From an optimization exercise on the open Yosys and OpenROAD flow, aimed at a short achievable clock period and few clock cycles; shortcuts taken in it are not production practice. RTL that was checked went through simulation tests only; none was proved equivalent to the original. Power and IR drop assume default switching activity.

## the previous run
==> module risc8_core, before the edit <==
module risc8_core
(
	input  logic    clk,
	input  logic    reset,
	output risc8_pkg::pc_t     pc,
	input  risc8_pkg::opcode_t cdata,
	output risc8_pkg::addr_t   data_addr,
	output logic    data_wen,
	output risc8_pkg::byte_t   data_write
);
	risc8_pkg::pc_t fpc;
	logic s1_v;
	logic halt;
	risc8_pkg::opcode_t ir;
	logic ir_v;
	risc8_pkg::pc_t ir_pc1;
	logic [1:0] skip;
	logic e_sub;
	logic e_and;
	logic e_or;
	logic e_eor;
	logic e_mov;
	logic e_carry;
	logic e_store;
	logic e_setf;
	logic e_out;
	risc8_pkg::reg_sel_t e_dst;
	risc8_pkg::byte_t e_a;
	risc8_pkg::byte_t e_b;
	logic [5:0] e_io;
	logic e_br;
	logic [2:0] e_br_sel;
	logic e_br_clr;
	logic e_br_short;
	logic [1:0] e_br_off;
	risc8_pkg::pc_t e_target;
	risc8_pkg::flags_t sreg;
	logic e_hit;
	risc8_pkg::opcode_t e_tw0;
	risc8_pkg::opcode_t e_tw1;
	localparam int HIST = 12;
	risc8_pkg::opcode_t hist [HIST];
	logic [4:0] hist_cnt;
	logic inj1;
	risc8_pkg::opcode_t inj_w;
	logic w_store;
	risc8_pkg::reg_sel_t w_dst;
	risc8_pkg::byte_t w_res;
	logic is_alu;
	logic is_imm;
	logic is_rjmp;
	logic is_br;
	logic is_out;
	logic op_sub;
	logic op_and;
	logic op_or;
	logic op_eor;
	logic op_mov;
	logic use_carry;
	logic store;
	logic set_flags;
	risc8_pkg::reg_sel_t sel_a;
	risc8_pkg::reg_sel_t sel_b;
	risc8_pkg::byte_t rf_a;
	risc8_pkg::byte_t rf_b;
	risc8_pkg::byte_t alu_res;
	risc8_pkg::flags_t alu_flags;
	logic taken;
	logic e_jump;
	logic e_redirect;
	logic e_annul;
	logic kill_d;
	logic e_inject;
	logic [6:0] hidx;
	logic d_hit;
	logic d_v;
	risc8_pkg::pc_t offset;
	risc8_pkg::pc_t target;
	risc8_pkg::pc_t br_target;
	logic jump;
	logic short_jump;
	logic redirect;
	logic self_jump;
	risc8_decode decode (
		.ir(ir),
		.is_alu(is_alu),
		.is_imm(is_imm),
		.is_rjmp(is_rjmp),
		.is_br(is_br),
		.is_out(is_out),
		.op_sub(op_sub),
		.op_and(op_and),
		.op_or(op_or),
		.op_eor(op_eor),
		.op_mov(op_mov),
		.use_carry(use_carry),
		.store(store),
		.set_flags(set_flags),
		.sel_a(sel_a),
		.sel_b(sel_b)
	);
	risc8_regs regs (
		.clk(clk),
		.sel_a(sel_a),
		.sel_b(sel_b),
		.reg_a(rf_a),
		.reg_b(rf_b),
		.wr_sel(w_dst),
		.wr_data(w_res),
		.wr_en(w_store)
	);
	risc8_alu alu (
		.op_sub(e_sub),
		.op_and(e_and),
		.op_or(e_or),
		.op_eor(e_eor),
		.op_mov(e_mov),
		.use_carry(e_carry),
		.a(e_a),
		.b(e_b),
		.flags_in(sreg),
		.result(alu_res),
		.flags_out(alu_flags)
	);
	risc8_execute cond (
		.flags(sreg),
		.sel(e_br_sel),
		.clr(e_br_clr),
		.taken(taken)
	);
	assign e_jump = e_br & taken;
	assign e_annul = e_jump & e_br_short & (e_br_off != 2'd0);
	assign e_redirect = e_jump & ~e_br_short;
	assign e_inject = e_redirect & e_hit;
	assign kill_d = (skip != 2'd0) | e_annul | e_redirect;
	assign d_v = ir_v & ~kill_d;
	assign offset = {{4{ir[11]}}, ir[11:0]};
	assign target = ir_pc1 + offset;
	assign br_target = ir_pc1 + {{9{ir[9]}}, ir[9:3]};
	assign jump = d_v & is_rjmp;
	assign short_jump = (offset[15:2] == 14'd0) & (offset[1:0] != 2'd3);
	assign redirect = e_redirect | (jump & ~short_jump);
	assign hidx = ~ir[9:3] - 7'd1;
	assign d_hit = ir[9] && hidx >= 7'd1 && hidx < 7'(HIST) && hidx < 7'(hist_cnt);
	assign self_jump = d_v & is_rjmp & (ir[11:0] == 12'hfff);
	assign pc = fpc;
	assign data_wen = e_out;
	assign data_write = e_a;
	assign data_addr = {9'd0, e_io[5], ~e_io[5], e_io[4:0]};
	always_ff @(posedge clk) begin
		if (reset) begin
			fpc <= '0;
			s1_v <= 1'b0;
			inj1 <= 1'b0;
			hist_cnt <= 5'd0;
			halt <= 1'b0;
			ir_v <= 1'b0;
			skip <= 2'd0;
			e_store <= 1'b0;
			w_store <= 1'b0;
			e_setf <= 1'b0;
			e_out <= 1'b0;
			e_br <= 1'b0;
			sreg <= '0;
		end else begin
			if (halt)
				fpc <= fpc;
			else if (e_inject)
				fpc <= e_target + 16'd2;
			else if (e_redirect)
				fpc <= e_target;
			else if (redirect)
				fpc <= target;
			else
				fpc <= fpc + 16'd1;
			s1_v <= ~redirect & ~halt;
			halt <= halt | self_jump;
			ir_v <= e_inject | ((s1_v | inj1) & ~redirect & ~halt);
			inj1 <= e_inject;
			if (redirect)
				hist_cnt <= 5'd0;
			else if (ir_v && hist_cnt != 5'(HIST))
				hist_cnt <= hist_cnt + 5'd1;
			if (e_annul)
				skip <= e_br_off - 2'(ir_v);
			else if (jump & short_jump)
				skip <= offset[1:0];
			else if (ir_v && skip != 2'd0)
				skip <= skip - 2'd1;
			e_br <= d_v & is_br;
			e_store <= d_v & is_alu & store;
			w_store <= e_store;
			e_setf <= d_v & set_flags;
			e_out <= d_v & is_out;
			if (e_setf)
				sreg <= alu_flags;
		end
	end
	always_ff @(posedge clk) begin
		if (e_inject) begin
			ir <= e_tw0;
			ir_pc1 <= e_target + 16'd1;
		end else begin
			ir <= inj1 ? inj_w : cdata;
			ir_pc1 <= fpc;
		end
		inj_w <= e_tw1;
		if (ir_v) begin
			hist[0] <= ir;
			for (int i = 1; i < HIST; i++)
				hist[i] <= hist[i-1];
		end
		e_hit <= d_hit;
		e_tw0 <= hist[hidx[3:0]];
		e_tw1 <= hist[hidx[3:0] - 4'd1];
		e_sub <= op_sub;
		e_and <= op_and;
		e_or <= op_or;
		e_eor <= op_eor;
		e_mov <= op_mov;
		e_carry <= use_carry;
		e_dst <= sel_a;
		e_io <= {ir[10:9], ir[3:0]};
		e_br_sel <= ir[2:0];
		e_br_clr <= ir[10];
		e_br_short <= ~ir[9] & (ir[8:5] == 4'd0);
		e_br_off <= ir[4:3];
		e_target <= br_target;
		w_dst <= e_dst;
		w_res <= alu_res;
		if (e_store && e_dst == sel_a)
			e_a <= alu_res;
		else if (w_store && w_dst == sel_a)
			e_a <= w_res;
		else
			e_a <= rf_a;
		if (is_imm)
			e_b <= {ir[11:8], ir[3:0]};
		else if (e_store && e_dst == sel_b)
			e_b <= alu_res;
		else if (w_store && w_dst == sel_b)
			e_b <= w_res;
		else
			e_b <= rf_b;
	end
endmodule
export LEC_CHECK = 0
export ABC_CLOCK_PERIOD_IN_PS = 2500
export CAP_MARGIN = 20
export CORE_MARGIN = 2
export CORE_UTILIZATION = 40
export SLEW_MARGIN = 20
create_clock -name core_clock -period 9.0 [get_ports {clk}]
standard.sh (not shown) runs the stock make flow with config.mk's settings and CLKGATE_MAP_FILE= SYNTH_SCRIPT=/design/flow/synth_recipe.tcl, a recipe that flattens the netlist after the stock synthesis.
==> flow/flow/run.sh <==
#!/bin/bash
# The standard layout, with the timing repair steps asked to leave
# extra setup slack so that they keep working below the design's period
export SETUP_SLACK_MARGIN=6.5
cat standard.sh > standard_copy.log
bash standard.sh > standard.log 2>&1
Testbench counts of the previous run, summed over its fixed seeds: cycles 20,637.
Here is what was changed in the inputs of the current run compared with the previous run.
--- a/flow/design.v
+++ b/flow/design.v
@@ -197,14 +197,6 @@
 	logic [1:0] e_br_off;
 	risc8_pkg::pc_t e_target;
 	risc8_pkg::flags_t sreg;
-	logic e_hit;
-	risc8_pkg::opcode_t e_tw0;
-	risc8_pkg::opcode_t e_tw1;
-	localparam int HIST = 12;
-	risc8_pkg::opcode_t hist [HIST];
-	logic [4:0] hist_cnt;
-	logic inj1;
-	risc8_pkg::opcode_t inj_w;
 	logic w_store;
 	risc8_pkg::reg_sel_t w_dst;
 	risc8_pkg::byte_t w_res;
@@ -232,9 +224,6 @@
 	logic e_redirect;
 	logic e_annul;
 	logic kill_d;
-	logic e_inject;
-	logic [6:0] hidx;
-	logic d_hit;
 	logic d_v;
 	risc8_pkg::pc_t offset;
 	risc8_pkg::pc_t target;
@@ -293,7 +282,6 @@
 	assign e_jump = e_br & taken;
 	assign e_annul = e_jump & e_br_short & (e_br_off != 2'd0);
 	assign e_redirect = e_jump & ~e_br_short;
-	assign e_inject = e_redirect & e_hit;
 	assign kill_d = (skip != 2'd0) | e_annul | e_redirect;
 	assign d_v = ir_v & ~kill_d;
 	assign offset = {{4{ir[11]}}, ir[11:0]};
@@ -302,8 +290,6 @@
 	assign jump = d_v & is_rjmp;
 	assign short_jump = (offset[15:2] == 14'd0) & (offset[1:0] != 2'd3);
 	assign redirect = e_redirect | (jump & ~short_jump);
-	assign hidx = ~ir[9:3] - 7'd1;
-	assign d_hit = ir[9] && hidx >= 7'd1 && hidx < 7'(HIST) && hidx < 7'(hist_cnt);
 	assign self_jump = d_v & is_rjmp & (ir[11:0] == 12'hfff);
 	assign pc = fpc;
 	assign data_wen = e_out;
@@ -313,8 +299,6 @@
 		if (reset) begin
 			fpc <= '0;
 			s1_v <= 1'b0;
-			inj1 <= 1'b0;
-			hist_cnt <= 5'd0;
 			halt <= 1'b0;
 			ir_v <= 1'b0;
 			skip <= 2'd0;
@@ -327,8 +311,6 @@
 		end else begin
 			if (halt)
 				fpc <= fpc;
-			else if (e_inject)
-				fpc <= e_target + 16'd2;
 			else if (e_redirect)
 				fpc <= e_target;
 			else if (redirect)
@@ -337,12 +319,7 @@
 				fpc <= fpc + 16'd1;
 			s1_v <= ~redirect & ~halt;
 			halt <= halt | self_jump;
-			ir_v <= e_inject | ((s1_v | inj1) & ~redirect & ~halt);
-			inj1 <= e_inject;
-			if (redirect)
-				hist_cnt <= 5'd0;
-			else if (ir_v && hist_cnt != 5'(HIST))
-				hist_cnt <= hist_cnt + 5'd1;
+			ir_v <= s1_v & ~redirect & ~halt;
 			if (e_annul)
 				skip <= e_br_off - 2'(ir_v);
 			else if (jump & short_jump)
@@ -359,22 +336,8 @@
 		end
 	end
 	always_ff @(posedge clk) begin
-		if (e_inject) begin
-			ir <= e_tw0;
-			ir_pc1 <= e_target + 16'd1;
-		end else begin
-			ir <= inj1 ? inj_w : cdata;
-			ir_pc1 <= fpc;
-		end
-		inj_w <= e_tw1;
-		if (ir_v) begin
-			hist[0] <= ir;
-			for (int i = 1; i < HIST; i++)
-				hist[i] <= hist[i-1];
-		end
-		e_hit <= d_hit;
-		e_tw0 <= hist[hidx[3:0]];
-		e_tw1 <= hist[hidx[3:0] - 4'd1];
+		ir <= cdata;
+		ir_pc1 <= fpc;
 		e_sub <= op_sub;
 		e_and <= op_and;
 		e_or <= op_or;
Results
- Diff the previous run -> the current run: DRC violation total after the first TritonRoute iteration dropped about 70%, count of non-filler cells in the finished layout dropped 1335.
- The higher total power of the current run and the previous run is in the previous run.
- Of the current run and the previous run, the run reporting the lower ratio of final minimum period to clock period was the current run.
- [compare] base=the previous run new=the current run: routed wire length has decreased, highest ir drop seen on vdd went up, number of optimization iterations in the first detailed-route pass went down 2, area overhead of the layout relative to synthesis has decreased, non-clock buffer count now sits lower.
- The current run: part of the power in the clock network is 2.6 points lower than what the previous run reported.
- Delta (the current run minus the previous run): vertical die dimension decreased by 19% relative to the old numbers; global-route usage has decreased.
For the current run, only the layout was checked, not whether the RTL still works.

==> static timing again, ports no longer ideal <==
The flow's constraints put no driver on any port. The routed layouts listed below were extracted and timed again, unchanged, in two steps. Step 1 sets driving cells, clkbuf_16 on the clock port and buf_2 on the other inputs (assumed; they add their load-dependent delay and slew). Step 2 times the ports against the registers' clock, not the clock port: input delays grow and output delays shrink by t, the midpoint of the rising clock arrivals with the driver on. Three values: ideal ports, drivers, drivers and shift; two values: the first two.
run | shift t [ns] | slack for setup (ns) | worst setup path at the end | worst slew at a driven data input, ns
the previous run | 0.677 | 6.081 / 6.017 / 5.783 | input to register | 0.04
the current run | 0.605 | 6.123 / 6.068 / 5.983 | input to register | 0.04
After both steps every run listed still meets setup and hold. For the previous run, which loses most, drivers alone change the setup slack by -0.064 ns; drivers and shift together by -0.298 ns.
